Context: an optimization exercise on an open-source flow, tuned for small area, a short achievable clock period and few clock cycles per item. The choices shown serve that exercise and are no tape-out recipe.
The RTL was checked by simulation tests, not by an equivalence proof against the original design.
Power and IR drop assume default switching activity.

==> flow/design.v <==
package rv_core_pkg;
    localparam int xlen       = 32;                    
    localparam int reg_addr_w = 5;                     
    localparam int dmem_words = 16;                    
    localparam int dmem_idx_w = $clog2(dmem_words);    
    localparam logic [xlen-1:0] start_addr = 32'h8000_0000;   
    localparam logic [xlen-1:0] nop_instr  = 32'h0000_0013;   
    typedef enum logic [6:0] {
        op_lui    = 7'b0110111,
        op_imm    = 7'b0010011,
        op_reg    = 7'b0110011,
        op_load   = 7'b0000011,
        op_store  = 7'b0100011,
        op_branch = 7'b1100011,
        op_jal    = 7'b1101111
    } opcode_e;
    typedef enum logic [3:0] {
        alu_add,
        alu_sub,
        alu_and,
        alu_or,
        alu_xor,
        alu_slt,
        alu_sltu,
        alu_sll,
        alu_srl,
        alu_sra,
        alu_pass_b                                     
    } alu_op_e;
    typedef enum logic [2:0] {
        st_fetch,
        st_decode,
        st_exec,
        st_mem,
        st_wb
    } state_e;
endpackage
`timescale 1ns/10ps
module rv_core (
    input  logic                                 clk_i,
    input  logic                                 rstn_i,
    input  logic [rv_core_pkg::xlen-1:0]         imem_data_i,   
    input  logic [rv_core_pkg::xlen-1:0]         addr_i,        
    output logic [rv_core_pkg::xlen-1:0]         imem_addr_o,
    output logic [rv_core_pkg::xlen-1:0]         data_o,        
    output logic                                 update_o,      
    output logic [rv_core_pkg::xlen-1:0]         pc_o,
    output logic [rv_core_pkg::xlen-1:0]         instr_o,
    output logic [rv_core_pkg::reg_addr_w-1:0]   reg_addr_o,
    output logic [rv_core_pkg::xlen-1:0]         reg_data_o,
    output logic [rv_core_pkg::xlen-1:0]         mem_addr_o,
    output logic [rv_core_pkg::xlen-1:0]         mem_data_o,
    output logic                                 mem_wrt_o
);
    localparam int XL  = rv_core_pkg::xlen;
    localparam int NW  = rv_core_pkg::dmem_words;
    localparam int IW  = rv_core_pkg::dmem_idx_w;
    localparam int NR  = 31;                     
    localparam int NRT = 11;                     
    localparam int NWT = 8;                      
    logic [2:0]            ph;                   
    logic [2:0]            clr;                  
    logic                  upd;                  
    logic [4:0]            t;                    
    logic [XL-1:0]         pc;                   
    logic [XL-1:0]         pcr, ir;              
    logic [XL-1:0]         opa, opb;             
    logic [4:0]            pa, pb;               
    logic [XL-1:0]         res;                  
    logic [4:0]            rdw;                  
    logic [NR-1:0][XL-1:0] ring;
    logic [NW-1:0][XL-1:0] mem;
    logic [6:0]  op;
    logic [2:0]  f3;
    logic [4:0]  rd;
    logic        is_lui, is_imm, is_reg, is_load, is_store, is_branch, is_jal, is_mem, last;
    assign op  = ir[6:0];
    assign f3  = ir[14:12];
    assign rd  = ir[11:7];
    assign is_lui    = (op == rv_core_pkg::op_lui);
    assign is_imm    = (op == rv_core_pkg::op_imm);
    assign is_reg    = (op == rv_core_pkg::op_reg);
    assign is_load   = (op == rv_core_pkg::op_load);
    assign is_store  = (op == rv_core_pkg::op_store);
    assign is_branch = (op == rv_core_pkg::op_branch);
    assign is_jal    = (op == rv_core_pkg::op_jal);
    assign is_mem    = is_load | is_store;
    assign last      = is_mem ? (ph == 3'd4) : (ph == 3'd3);
    logic [XL-1:0] imm_i, imm_s, imm_b, imm_j, imm_u;
    assign imm_i = {{20{ir[31]}}, ir[31:20]};
    assign imm_s = {{20{ir[31]}}, ir[31:25], ir[11:7]};
    assign imm_b = {{19{ir[31]}}, ir[31], ir[7], ir[30:25], ir[11:8], 1'b0};
    assign imm_j = {{11{ir[31]}}, ir[31], ir[19:12], ir[20], ir[30:21], 1'b0};
    assign imm_u = {ir[31:12], 12'b0};
    logic [4:0] rs1, rs2, p1, p2, s1, s2;
    logic [5:0] sum1, sum2;
    assign rs1  = (ph == 3'd0) ? imem_data_i[19:15] : ir[19:15];
    assign rs2  = (ph == 3'd0) ? imem_data_i[24:20] : ir[24:20];
    assign sum1 = {1'b0, imem_data_i[19:15]} + {1'b0, t};
    assign sum2 = {1'b0, imem_data_i[24:20]} + {1'b0, t};
    assign s1   = (sum1 >= 6'd31) ? 5'(sum1 - 6'd31) : sum1[4:0];
    assign s2   = (sum2 >= 6'd31) ? 5'(sum2 - 6'd31) : sum2[4:0];
    assign p1   = (ph == 3'd0) ? s1 : pa;
    assign p2   = (ph == 3'd0) ? s2 : pb;
    logic           clearing, z1, z2, f1, f2, v1, v2, ok1, ok2;
    logic [NRT-1:0] h1, h2, g1, g2;
    logic [XL-1:0]  val1, val2;
    assign z1 = (rs1 == 5'd0);
    assign z2 = (rs2 == 5'd0);
    assign f1 = !z1 && (rs1 == rdw);
    assign f2 = !z2 && (rs2 == rdw);
    assign clearing = !clr[2];
    assign v1 = !z1 && !f1 && !clearing;
    assign v2 = !z2 && !f2 && !clearing;
    always_comb begin
        for (int j = 0; j < NRT; j++) begin
            h1[j] = (p1 == 5'(3 * j));
            h2[j] = (p2 == 5'(3 * j));
            g1[j] = h1[j] & v1;
            g2[j] = h2[j] & v2;
        end
    end
    always_comb begin
        val1 = res & {XL{f1}};
        val2 = res & {XL{f2}};
        for (int j = 0; j < NRT; j++) begin
            val1 = val1 | (ring[3 * j] & {XL{g1[j]}});
            val2 = val2 | (ring[3 * j] & {XL{g2[j]}});
        end
    end
    assign ok1 = (|h1) | !v1;
    assign ok2 = (|h2) | !v2;
    logic [XL-1:0] bb, bx, sum, axb, rot, smask, sh, alu;
    logic [4:0]    shamt, ramt;
    logic          sub_c, cout, lt, ltu, eq, cond, left, fill;
    assign bb    = (is_reg | is_branch) ? opb : (is_store ? imm_s : imm_i);
    assign sub_c = !is_mem & (is_branch | (f3[2:1] == 2'b01) | (is_reg & ir[30] & (f3 == 3'b000)));
    assign bx    = bb ^ {XL{sub_c}};
    assign {cout, sum} = {1'b0, opa} + {1'b0, bx} + {{XL{1'b0}}, sub_c};
    assign ltu   = !cout;
    assign lt    = (opa[XL-1] ^ bb[XL-1]) ? opa[XL-1] : sum[XL-1];
    assign axb   = opa ^ bb;
    assign eq    = (axb == '0);
    assign cond  = (f3[2] ? (f3[1] ? ltu : lt) : eq) ^ f3[0];
    assign left  = !f3[2];                       
    assign shamt = bb[4:0];
    assign ramt  = left ? 5'(-shamt) : shamt;
    assign fill  = ir[30] & !left & opa[XL-1];
    assign rot   = XL'({opa, opa} >> ramt);
    always_comb begin
        for (int i = 0; i < XL; i++) begin
            smask[i] = left ? (5'(i) >= shamt) : (5'(XL - 1 - i) >= shamt);
        end
    end
    assign sh = (rot & smask) | ({XL{fill}} & ~smask);
    always_comb begin
        case (f3)
            3'b000:  alu = sum;
            3'b010:  alu = {31'b0, lt};
            3'b011:  alu = {31'b0, ltu};
            3'b100:  alu = axb;
            3'b110:  alu = opa | bb;
            3'b111:  alu = opa & bb;
            default: alu = sh;
        endcase
    end
    logic [XL-1:0] pc4, result;
    assign pc4 = {pcr[XL-1:2] + 30'd1, pcr[1:0]};
    always_comb begin
        if (is_jal)       result = pc4;
        else if (is_lui)  result = imm_u;
        else if (is_mem)  result = sum;
        else              result = alu;
    end
    logic [XL-1:0] load_data;
    always_comb begin
        load_data = '0;
        data_o    = '0;
        for (int w = 0; w < NW; w++) begin
            load_data = load_data | (mem[w] & {XL{res[IW+1:2] == IW'(w)}});
            data_o    = data_o | (mem[w] & {XL{addr_i[IW+1:2] == IW'(w)}});
        end
    end
    always_ff @(posedge clk_i) begin
        if (ph == 3'd4 && is_store) mem[res[IW+1:2]] <= opb;
    end
    logic [5:0]     sumw;
    logic [4:0]     pw;
    logic [NWT-1:0] wh;
    assign sumw = {1'b0, rdw} + {1'b0, t};
    assign pw   = (sumw >= 6'd31) ? 5'(sumw - 6'd31) : sumw[4:0];
    always_comb begin
        for (int j = 0; j < NWT; j++) begin
            wh[j] = (rdw != 5'd0) && (pw == 5'(4 * j));
        end
    end
    always_ff @(posedge clk_i) begin
        for (int p = 0; p < NR; p++) begin
            if (p % 4 == 0 && (wh[p / 4] || clearing)) ring[(p + 1) % NR] <= res;
            else                         ring[(p + 1) % NR] <= ring[p];
        end
    end
    always_ff @(posedge clk_i or negedge rstn_i) begin
        if (!rstn_i) begin
            ph     <= 3'd0;
            clr    <= 3'd0;
            upd    <= 1'b0;
            t      <= 5'd0;
            pc     <= rv_core_pkg::start_addr;
            rdw    <= 5'd0;
            res    <= '0;
        end else begin
            ph  <= last ? 3'd0 : ph + 3'd1;
            if (clearing) clr <= clr + 3'd1;
            upd <= last;
            t   <= (t == 5'd30) ? 5'd0 : t + 5'd1;
            if (ph == 3'd3) begin
                res <= result;
                rdw <= (is_lui | is_imm | is_reg | is_jal) ? rd : 5'd0;
                pc  <= (is_jal | (is_branch & cond)) ? pcr + (is_jal ? imm_j : imm_b) : pc4;
            end else if (ph == 3'd4 && is_load) begin
                res <= load_data;
                rdw <= rd;
            end
        end
    end
    always_ff @(posedge clk_i) begin
        pa <= (p1 == 5'd30) ? 5'd0 : p1 + 5'd1;
        pb <= (p2 == 5'd30) ? 5'd0 : p2 + 5'd1;
        if (ph == 3'd0) begin
            ir  <= imem_data_i;
            pcr <= pc;
        end
        if (ph <= 3'd2 && ok1) opa <= val1;
        if (ph <= 3'd2 && ok2) opb <= val2;
    end
    assign imem_addr_o = pc;
    assign update_o    = upd;
    assign pc_o        = pcr;
    assign instr_o     = ir;
    assign reg_addr_o  = rdw;
    assign reg_data_o  = (rdw != 5'd0) ? res : '0;
    assign mem_wrt_o   = upd & is_store;
    assign mem_addr_o  = mem_wrt_o ? res : '0;
    assign mem_data_o  = mem_wrt_o ? opb : '0;
endmodule
==> flow/run.sh <==
#!/bin/bash
# synth_recipe.tcl (not shown) runs the flow's synth.tcl, then flattens the netlist and writes it again
# the make line also repeats each setting of config.mk as NAME=value (left out here)
make -C /OpenROAD-flow-scripts/flow DESIGN_CONFIG=/design/flow/config.mk WORK_HOME=/design/flow/orfs CLKGATE_MAP_FILE= SYNTH_SCRIPT=/design/flow/synth_recipe.tcl finish
==> flow/config.mk <==
export PLATFORM = sky130hd
export DESIGN_NAME = rv_core
export DESIGN_NICKNAME = rv_core
export VERILOG_FILES = /design/flow/design.v
export SDC_FILE = /design/flow/constraint.sdc
export NUM_CORES = 4
export LEC_CHECK = 0
export CAP_MARGIN = 20
export CORE_MARGIN = 2
export CORE_UTILIZATION = 35
export PLACE_DENSITY = 0.5
export SETUP_SLACK_MARGIN = 3.5
export SLEW_MARGIN = 20
==> flow/constraint.sdc <==
create_clock -name core_clock -period 9.0 [get_ports {clk_i}]
set_input_delay 1.8000 -clock core_clock [delete_from_list [all_inputs] [get_ports {clk_i}]]
set_output_delay 1.8000 -clock core_clock [all_outputs]
set_load 0.01 [all_outputs]
==> results of run 1 <==
==> where the power goes <==
| group | leakage (nW) | internal [mW] | switching (mW) | total (mW) |
|---|---|---|---|---|
| Sequential | 14.9 | 8.19 | 0.134 | 8.33 |
| Clock | 2.90 | 4.14 | 3.30 | 7.44 |
| Combinational | 15.4 | 0.824 | 1.82 | 2.64 |
==> critical path: cells and delay by family <==
| family | cells | cell delay [ns] |
|---|---|---|
| buf+inv | 3 | 0.68 |
| simple gates | 3 | 0.72 |
| compound gates | 2 | 0.51 |
==> registers in the layout, indices dropped and copies added, names as in the netlist, 32 cells and up <==
signal	flops
mem	512
opa	32
pc	32
res	32
ring	992
pcr	32
opb	32
ir	32
==> worst max-delay path by stage <==
stage	from	endpoint	slack [ns]	cells past startpoint
final	addr_i[5]	data_o[17]	3.43	8
after global routing	ir[6]	res[31]	3.47	16
after CTS	ir[5]	pc[24]	3.48	19
after detailed placement	imem_data_i[20]	opb[30]	1.63	18
after global placement	imem_data_i[20]	opb[30]	1.68	18
after floorplan	ir[4]	mem[0]	-0.04	4
==> kinds of logic (layout without fill, tap and decap cells) <==
logic type	count (synthesis)	in the layout	share of synthesized area (%)
DFF	1723	1723	55.4
muxes	734	734	11.2
and+or+nand+nor	1128	1131	7.54
xor gates and xnor gates	154	154	1.83
other	0	7	0
buffers and inverters	625	1033	3.19
AOI/OAI and AO/OA	1750	1750	18.0
adders and majority gates	167	167	2.85
==> cells in the final DEF, fill, tap and decap left out, types with 153 or more instances in the layout <==
| cell | synthesis | final |
|---|---|---|
| a21oi_1 | 257 | 236 |
| a221oi_1 | 262 | 252 |
| a22o_1 | 429 | 429 |
| a22oi_1 | 224 | 224 |
| buf_4 | 2 | 255 |
| clkbuf_16 | 0 | 190 |
| clkdlybuf4s50_1 | 0 | 230 |
| dfxtp_1 | 1002 | 1002 |
| edfxtp_1 | 640 | 640 |
| ha_1 | 162 | 153 |
| mux2_2 | 576 | 576 |
| nand2_1 | 338 | 323 |
| nor2_1 | 191 | 166 |
==> layout make-up <==
cell class | count | share of cell area [%]
clock inverter | 83 | 0.850
tap | 2821 | 3.96
sequential | 1723 | 46.4
inverter | 113 | 0.485
timing repair buffer | 586 | 6.42
clock buffer | 251 | 5.77
multi-input combinational | 3936 | 36.1
antenna | 7 | 0.0197
==> timing repair <==
action | in CTS | in global routing
gates resized for setup | 205 | 99
pin swaps | 40 | 41
cloned | 8 | 4
buffers inserted | 55 | 25
endpoints found under the setup margin | 259 | 182
==> Yosys cell counts, types with 28 or more instances <==
master	number	area, um^2
a32o_1	36	360
and3_1	48	300
dfxtp_1	1002	20100
nand4_1	105	657
xor2_1	80	701
o211ai_1	36	270
o21ai_0	133	666
and4_1	32	280
a22o_1	429	3760
clkbuf_1	440	1650
ha_1	162	2030
and2_1	93	582
a21o_1	52	390
nand3_1	132	661
nor3_1	64	320
mux2i_1	134	1340
nor2b_1	44	275
dfrtp_1	80	2000
a222oi_1	73	731
nor2_1	191	717
a21oi_1	257	1290
mux2_2	576	6490
xnor2_1	72	631
buf_1	59	221
a22oi_1	224	1680
a31oi_1	28	175
nand2_1	338	1270
inv_1	108	405
edfxtp_1	640	19200
a221oi_1	262	2290
==> metrics by stage <==
step                util, %  cell area, um^2
finish                 42.0            89000
global route           42.0            89000
CTS                    41.7            88400
detailed placement     38.3            81200
global placement       38.3            81200
floorplan                 -            74600
==> routing by layer <==
layer | GRT usage, % | up-vias | part of all wire [%]
li1 | - | 24800 | -
met1 | 38.4 | 30100 | 40
met2 | 42.8 | 3949 | 43
met3 | 6.64 | 939 | 10
met4 | 16.2 | 12 | 6.6
met5 | 0 | - | 0.025
==> flow_metrics.env, run 1 <==
export IMPL_grt_usage_pct=28.8
export IMPL_fillerInstances=19900
export IMPL_crit_required_ns=7.20
export IMPL_crit_type="primary input to output pin"
export IMPL_clk_pin_slew_ns=0.06
export IMPL_dieArea_um2=217000
export IMPL_power_mw=18.4
export IMPL_end_kind="output pin"
export IMPL_syn_num_nets=6514
export IMPL_timing_rr_end="res[30]"
export IMPL_holdWs_ns=0.310
export IMPL_rows=169
export IMPL_maxSlewViolCount=0
export IMPL_max_slew_margin_pct=23.6
export IMPL_synthFlopType="dfxtp_1"
export IMPL_drv_cap=0
export IMPL_synth_area_um2=74600
export IMPL_drc_errors=0
export IMPL_layout_setup_ws_ns=3.43
export IMPL_hold_end="ring[471]"
export IMPL_r2r_start="ir[3]"
export IMPL_insertion_delay_ns=0.85
export IMPL_fp_coreArea_um2=212000
export IMPL_routed_wl_um=323000
export IMPL_cts_root_buf="clkbuf_16"
export IMPL_final_cells=9520
export IMPL_routedWlPerCell_um=33.9
export IMPL_min_from="ring[439]"
export IMPL_leakage_nw=33.2
export IMPL_status="timing/DRC/antenna clean"
export IMPL_crit_arrival_ns=3.77
export IMPL_power_per_cell_area_nw_per_um2=207
export IMPL_multi_input_area_um2=32100
export IMPL_skew_ns=0.0520
export IMPL_max_stage_delay_ns=0.43
export IMPL_grt_pass1_vias=57200
export IMPL_hold_depth=0
export IMPL_io_pins=297
export IMPL_area_growth_pct=19.4
export IMPL_path_cells="buf_4 > nand2b_4 > nor3_2 > buf_12 > a22o_1 > a221oi_2 > nand4_1 > buf_2"
export IMPL_worst_pin_slew_ns=1.15
export IMPL_yosysUniqueCellTypes=89
export IMPL_detail_route_antenna_nets=0
export IMPL_first_iter_violations=8978
export IMPL_period_needed_ns=5.57
export IMPL_r2r_slack_ns=3.57
export IMPL_grt_antenna_before_repair=23
export IMPL_synth_edff_count=640
export IMPL_numCtsBuffers=180
export IMPL_first_pass_iters=9
export IMPL_chipWidth_um=466
export IMPL_die_h_um=466
export IMPL_vias=59800
export IMPL_h_tree_depth=4
export IMPL_grt_pass1_wl_um=447000
export IMPL_hold_viol=0
export IMPL_worstSetupStartpointType="primary input"
export IMPL_avgSynthCellArea_um2=11.9
export IMPL_tns_ns=0
export IMPL_finish_net_count=6773
export IMPL_rsz0062_at_grt="yes"
export IMPL_setup_viol=0
export IMPL_dp_cells=9087
export IMPL_async_reset_ff_share_pct=4.70
export IMPL_grt_remaining_overflow=0
export IMPL_viasPerCell=6.28
export IMPL_fin_crit_sh_pct=61.9
export IMPL_final_layout_size_suffix_gt1_share_pct=21.4
export IMPL_hp_class="flop to flop"
export IMPL_pre_cts_ws_ns=1.63
export IMPL_clockBufferDepth=3
export IMPL_io_buffers=268
export IMPL_synth_seq_area_share_pct=55.4
export IMPL_max_vdd_ir_drop_mv=0.220
export IMPL_reg2reg_depth=16
export IMPL_cp_max_fo=32
export IMPL_max_freq_mhz=180
export IMPL_regArea_um2=41300
export IMPL_yosysWarnings=1
export IMPL_cts_hold_buffers_added=0
export IMPL_hpwlAfterDp_um=194000
export IMPL_grt_max_degree=152
export IMPL_cts_tree="built"
export IMPL_gp_congestion=0.958
export IMPL_ys_seq_elements=1723
export IMPL_slowest_stage="nand4_1"
export IMPL_syn_inst=6281
export IMPL_cts_sinks=1723
export IMPL_start_util_pct=35.2
Testbench counts, summed over its fixed seeds: cycles 472,582, instrs 110,324.
==> inputs of run 2 (changes only) <==
--- a/flow/config.mk
+++ b/flow/config.mk
@@ -9,5 +9,5 @@
 export CORE_MARGIN = 2
 export CORE_UTILIZATION = 35
 export PLACE_DENSITY = 0.5
-export SETUP_SLACK_MARGIN = 3.5
+export SETUP_SLACK_MARGIN = 4.2
 export SLEW_MARGIN = 20
==> flow_metrics.env, run 2 <==
export IMPL_grt_pass1_vias=58800
export IMPL_clk_pin_slew_ns=0.06
export IMPL_io_buffers=268
export IMPL_status="timing/DRC/antenna clean"
export IMPL_reg2reg_depth=20
export IMPL_cts_sinks=1723
export IMPL_timing_rr_end="pc[19]"
export IMPL_worstSetupStartpointType="primary input"
export IMPL_drv_cap=0
export IMPL_r2r_start="ir[3]"
export IMPL_syn_num_nets=6514
export IMPL_fp_coreArea_um2=212000
export IMPL_worst_pin_slew_ns=1.19
export IMPL_synth_area_leaders="dfxtp_1, edfxtp_1, mux2_2"
export IMPL_power_per_cell_area_nw_per_um2=201
export IMPL_fin_crit_sh_pct=59.9
export IMPL_grt_usage_pct=29.6
export IMPL_maxSlewViolCount=0
export IMPL_layout_commonest_cell="dfxtp_1"
export IMPL_vias=61600
export IMPL_avgSynthCellArea_um2=11.9
export IMPL_detail_route_antenna_nets=0
export IMPL_yosysWarnings=1
export IMPL_combPwrFrac_pct=15.4
export IMPL_setup_viol=0
export IMPL_io_pins=297
export IMPL_dieArea_um2=217000
export IMPL_hp_class="flop to flop"
export IMPL_grt_antenna_before_repair=23
export IMPL_hold_end="ring[502]"
export IMPL_ys_seq_elements=1723
export IMPL_crit_arrival_ns=3.59
export IMPL_hold_depth=0
export IMPL_area_growth_pct=27.2
export IMPL_first_pass_iters=8
export IMPL_hpwlAfterDp_um=196000
export IMPL_clockBufferDepth=3
export IMPL_crit_required_ns=7.20
export IMPL_max_freq_mhz=186
export IMPL_largest_register_ff_count=992
export IMPL_synthFlopType="dfxtp_1"
export IMPL_grt_pass1_wl_um=460000
export IMPL_chipWidth_um=466
export IMPL_cts_root_buf="clkbuf_16"
export IMPL_synth_edff_count=640
export IMPL_grt_remaining_overflow=0
export IMPL_design_area_um2=94900
export IMPL_drc_errors=0
export IMPL_routedWlPerCell_um=34.3
export IMPL_start_util_pct=35.2
export IMPL_place_area_um2=81900
export IMPL_max_slew_margin_pct=20.6
export IMPL_internal_power_mw=13.6
export IMPL_swShare_pct=28.5
export IMPL_async_reset_ff_share_pct=4.70
export IMPL_leakage_nw=36.0
export IMPL_synth_area_um2=74600
export IMPL_synth_area_leader_cell="dfxtp_1"
export IMPL_cp_max_fo=6
export IMPL_viasPerCell=6.29
export IMPL_pwr_share_clk_pct=40.8
export IMPL_rows=169
export IMPL_end_kind="output pin"
export IMPL_ys_top_cells_by_count="dfxtp_1, edfxtp_1, mux2_2"
export IMPL_yosysUniqueCellTypes=89
export IMPL_top_register="ring"
export IMPL_synthDominantCellAreaShare_pct=26.9
export IMPL_cts_tree="built"
export IMPL_p_switching_mw=5.42
export IMPL_p_seq_share_pct=43.7
export IMPL_final_cell_mix="dfxtp_1, edfxtp_1, mux2_2"
export IMPL_r2r_slack_ns=3.72
export IMPL_period_needed_ns=5.39
export IMPL_routed_wl_um=336000
export IMPL_gp_congestion=0.971
export IMPL_syn_inst=6281
export IMPL_h_tree_depth=4
export IMPL_skew_ns=0.0607
export IMPL_synth_most_common_cell="dfxtp_1"
export IMPL_crit_type="primary input to output pin"
export IMPL_insertion_delay_ns=0.87
export IMPL_die_h_um=466
export IMPL_finish_net_count=7047
export IMPL_hold_viol=0
export IMPL_synth_seq_area_share_pct=55.4
export IMPL_final_layout_size_suffix_gt1_share_pct=29.1
export IMPL_max_vdd_ir_drop_mv=0.220
export IMPL_numCtsBuffers=182
export IMPL_first_iter_violations=9118
export IMPL_tns_ns=0
export IMPL_min_from="ring[470]"
export IMPL_grt_max_degree=143
export IMPL_rsz0062_at_grt="yes"
==> run 2: changes by cell type in the layout (fill, tap and decap cells not counted), sizes merged, moves of 9 or more <==
| cell | previous run | this run |
|---|---|---|
| buf | 326 | 609 |
| bufinv | 4 | 13 |
| clkbuf | 258 | 287 |
| clkdlybuf4s50 | 230 | 170 |
| clkinv | 70 | 59 |
| dlygate4sd2 | 11 | 38 |
==> run 2: routing by layer <==
layer / vias to the layer above / global-route usage (%) / share of wire, %
met5: - / 0.0220 / 0.014
met4: 6 / 16.0 / 6.4
met3: 1002 / 7.42 / 11
met2: 4174 / 44.6 / 43
met1: 31000 / 38.8 / 40
li1: 25400 / - / -
==> run 2: power by group through the flow <==
stage	Sequential, mW	Combinational [mW]	Clock, mW
floorplan	8.42	1.38	0
global placement	8.49	2.44	0
detailed placement	8.49	2.45	0
CTS	8.33	2.66	7.88
global route	8.33	3.01	8.21
finish	8.33	2.94	7.78
==> run 2: worst max-delay path by stage <==
stage,from,end
2_1_floorplan,ir[4],mem[0]
3_3_place_gp,imem_data_i[20],opb[30]
3_5_place_dp,imem_data_i[16],opa[24]
4_1_cts,addr_i[3],data_o[12]
5_1_grt,ir[3],pc[19]
6_report,addr_i[5],data_o[7]
==> run 2: repair_timing <==
| action | in CTS | in global routing |
|---|---|---|
| endpoints found under the setup margin | 325 | 293 |
| pin swaps | 116 | 165 |
| cloned | 28 | 16 |
| hold buffers | 0 | 0 |
| setup buffers | 165 | 147 |
| resized for setup | 619 | 303 |
==> run 2: worst max-delay path: stages <==
cell	delay (ns)
buf_12	0.09
nand2b_4	0.15
buf_12	0.13
nor2_4	0.04
buf_12	0.15
buf_8	0.15
a22o_1	0.20
a221oi_2	0.19
nand4_1	0.39
buf_2	0.29
==> run 2: cells by family after synthesis <==
family / after synthesis / synth area share [%]
fa+ha+maj: 167 / 2.85
flops: 1723 / 55.4
mux: 734 / 11.2
simple gates: 1128 / 7.54
compound gates: 1750 / 18.0
xor+xnor: 154 / 1.83
buf+inv: 625 / 3.19
==> run 2: cell type report <==
class / count / area, um^2
diodes: 13 / 32.5
clock buffers: 259 / 5180
clock inverters: 82 / 976
fillers: 19600 / 117000
inverters: 113 / 432
multi-input cells: 3941 / 34400
flip-flops and latches: 1723 / 41300
well taps: 2821 / 3530
repair buffers: 853 / 9030
==> run 2: per-stage QoR <==
stage | util [%] | power, mW | cells | hold WS, ns | worst slack, ns
2_1_floorplan | - | 9.80 | 6281 | 0.310 | -0.0409
5_1_grt | 44.8 | 19.6 | 9794 | 0.308 | 3.58
6_report | 44.8 | 19.1 | 9805 | 0.303 | 3.61
3_5_place_dp | 38.6 | 10.9 | 9095 | 0.312 | 1.85
3_3_place_gp | 38.6 | 10.9 | 9094 | 0.310 | 1.94
4_1_cts | 43.4 | 18.9 | 9629 | 0.308 | 3.70

-- afterwards: timing with drivers on the ports --
Ports are ideal in the flow. The routed layouts listed here were re-timed in OpenROAD.
Step 1, drivers: a clkbuf_16 drives clk_i and a buf_2 each remaining input, both assumed.
Step 2 times the ports against the registers' clock, not the clock port: input delays grow and output delays shrink by t, the midpoint of the rising clock arrivals with the driver on.
a / b / c = ideal ports / drivers / drivers and shift; a / b = the first two.
run	t, ns	slack for setup (ns)	pins driven straight from the clock port
run 1	0.914	3.433 / 3.399 / 2.832	1
run 2	0.931	3.610 / 3.547 / 3.277	1
After both steps setup and hold are still met in every run listed. For run 1, which loses most, drivers alone change the setup slack by -0.034 ns; drivers and shift together by -0.601 ns.
